From an optimization exercise on the open Yosys and OpenROAD flow, aimed at small area, a short achievable clock period and few clock cycles per item; shortcuts taken in it are not production practice. Function was checked by simulation only, so behaviour that the tests miss may differ from the original. Power figures rest on the tool's default switching activity, not on a simulated workload.

## pe_injection_port
module pe_injection_port #(
    parameter int phit_size               = noc_pkg::PHIT_SIZE,
    parameter int flit_size               = 1,
    parameter int addr_length             = 8,
    parameter int addr_place_in_header    = 0,
    parameter int no_vc                   = 8,
    parameter int floorplusone_log2_no_vc = noc_pkg::VC_IDX_W,
    parameter int buf_depth               = 4
) (
    input  logic                               clk,
    input  logic                               full_reset,
    input  logic [phit_size-1:0]               in_data,
    input  logic                               in_sent_req,
    input  logic                               in_new,
    input  logic [floorplusone_log2_no_vc-1:0] in_vc_no,
    output logic                               out_ready,
    output logic [phit_size-1:0]               out_data,
    output logic                               out_sent_req,
    output logic                               out_new,
    output logic                               out_tail,
    output logic [floorplusone_log2_no_vc-1:0] out_vc_no,
    input  logic                               in_ready,
    output logic [addr_length-1:0]             out_dest_addr,
    output logic                               protocol_error,
    output logic [31:0]                        no_packet_inject_report,
    output logic [31:0]                        stall_cycles_report
);
Size: about 2200 cells after synthesis, roughly 120 I/O pins, about 33000 µm² of cells after synthesis.
make LEC_CHECK=0 CAP_MARGIN=20 CORE_MARGIN=2 CORE_UTILIZATION=40 CTS_CLUSTER_DIAMETER=100 CTS_CLUSTER_SIZE=25 SETUP_SLACK_MARGIN=3.55 SLEW_MARGIN=20 SYNTH_HIERARCHICAL=1 finish   # period 7.0 ns
run.sh (not shown) runs the stock make flow with config.mk's settings and CLKGATE_MAP_FILE= SYNTH_SCRIPT=/design/flow/synth_recipe.tcl, a recipe that flattens the netlist after the stock synthesis.
Testbench counts at the start, summed over its fixed seeds: cycles 10,595, packets 2,400.
Then changed:
--- a/flow/design.v
+++ b/flow/design.v
@@ -27,25 +27,25 @@
     input  logic         clk,
     input  logic         rst,
     input  logic         push,
     input  logic [W-1:0] din,
     input  logic         pop,
     input  logic         rsel,
-    output logic [4*W-1:0] ents,
-    output logic [3:0]     rs,
+    output logic [W-1:0] dout,
     output logic         full,
     output logic         empty
 );
     localparam logic [7:0] CODES = 8'b10_11_01_00;
     logic [W-1:0] mem [4];
     logic [1:0]   wp, rp, wp_n, rp_n;
     assign wp_n = {wp[0], ~wp[1]};
     assign rp_n = {rp[0], ~rp[1]};
-    for (genvar i = 0; i < 4; i++) begin : g_rd
-        assign ents[i*W +: W] = mem[i];
-        assign rs[i]          = rsel & (rp == CODES[2*i +: 2]);
+    always_comb begin
+        dout = '0;
+        for (int i = 0; i < 4; i++)
+            dout = dout | (mem[i] & {W{rsel & (rp == CODES[2*i +: 2])}});
     end
     always_ff @(posedge clk) begin
         if (rst) begin
             wp    <= 2'b00;
             rp    <= 2'b00;
             full  <= 1'b0;
@@ -98,14 +98,13 @@
 );
     localparam int LFW = noc_pkg::LENGTH_FIELD_WIDTH;
     localparam int VW  = floorplusone_log2_no_vc;
     localparam int SW  = $clog2(no_vc);
     localparam int EW  = phit_size + 1;
     logic [no_vc-1:0] full, empty, push, pop, rsel;
-    logic [4*EW-1:0]  ents [no_vc];
-    logic [4*no_vc-1:0] rs;
+    logic [EW-1:0]    head [no_vc];
     logic [no_vc-1:0] body, lenx, rz;
     logic [LFW-1:0]   rem [no_vc];
     logic [no_vc-1:0] dec, acc;
     logic             sel_body, sel_lenx, sel_rz;
     logic [LFW-1:0]   sel_rem, rem_nxt;
     logic             ok, last, rz_nxt;
@@ -174,14 +173,13 @@
             .clk   (clk),
             .rst   (full_reset),
             .push  (push[v]),
             .din   ({last, in_data}),
             .pop   (pop[v]),
             .rsel  (rsel[v]),
-            .ents  (ents[v]),
-            .rs    (rs[4*v +: 4]),
+            .dout  (head[v]),
             .full  (full[v]),
             .empty (empty[v])
         );
     end
     logic                   o_valid, o_new, o_tail, lock;
     logic [phit_size-1:0]   o_data;
@@ -216,24 +214,16 @@
         assign cur[v] = (o_vc == SW'(v));
     end
     assign rsel  = lock ? cur : win;
     assign avail = lock ? ~|(cur & empty) : found;
     assign adv   = ~o_valid | in_ready;
     assign pop   = rsel & {no_vc{adv & avail}};
-    logic [4*no_vc*EW-1:0] all_ents;
-    for (genvar v = 0; v < no_vc; v++) begin : g_ents
-        assign all_ents[4*EW*v +: 4*EW] = ents[v];
-    end
-    inj_sel #(
-        .W (EW),
-        .N (4 * no_vc)
-    ) u_sel (
-        .d (all_ents),
-        .s (rs),
-        .y (s_head)
-    );
+    always_comb begin
+        s_head = '0;
+        for (int v = 0; v < no_vc; v++) s_head = s_head | head[v];
+    end
     always_ff @(posedge clk) begin
         if (full_reset) begin
             o_valid <= 1'b0;
             lock    <= 1'b0;
             o_vc    <= SW'(no_vc - 1);
         end else if (adv) begin
@@ -340,25 +330,12 @@
 module inj_inv (
     input  logic a,
     output logic y
 );
     assign y = ~a;
 endmodule
-module inj_sel #(
-    parameter int W = 17,
-    parameter int N = 32
-) (
-    input  logic [N*W-1:0] d,
-    input  logic [N-1:0]   s,
-    output logic [W-1:0]   y
-);
-    always_comb begin
-        y = '0;
-        for (int i = 0; i < N; i++) y = y | (d[i*W +: W] & {W{s[i]}});
-    end
-endmodule
 module inj_nor2 (
     input  logic a,
     input  logic b,
     output logic y
 );
     assign y = ~(a | b);
Cell area climbs slightly.
Maximum frequency grows by a few percent.
Critical path depth does not change.
Sequential share of layout area shrinks by 0.92 points.
Non-clock buffer count shrinks by 31.
Final cell count falls slightly.
Hold slack is about the same.
Worst setup slack gets better by 0.074 ns.
Die area came out higher by a few percent.
Count of clock-buffer cells in the layout grows by 13.
Via count drops by a few percent.
Power grows by about a fifth.
Clock power stays flat.
Testbench counts after the change, summed over its fixed seeds: cycles 10,595, packets 2,400.

[static timing again, ports no longer ideal]
How much do the figures lean on ideal ports? The routed layouts below were timed once more, with nothing changed but the port constraints.
Step 1 assumes that a clkbuf_16 drives the clock port and a buf_2 every other input.
Step 2 moves the port delays by t, midway between the first and last clock arrival at a register: inputs arrive t later, outputs are due t later. That takes back most of the time a late clock gives input paths.
Slacks: ideal ports / drivers / drivers and shift; pairs: ideal ports / drivers.
| run | shift t [ns] | slack for setup (ns) | worst setup path after step 2 | worst slew at a driven data input, ns | pins driven straight from the clock port |
|---|---|---|---|---|---|
| the first run | 0.665 | 3.389 / 3.215 / 2.825 | input to register | 0.22 | 1 |
| the second run | 0.660 | 3.463 / 3.332 / 2.915 | input to register | 0.15 | 1 |
After both steps setup and hold are still met in every run listed. For the first run, which loses most, drivers alone change the setup slack by -0.174 ns; drivers and shift together by -0.564 ns.
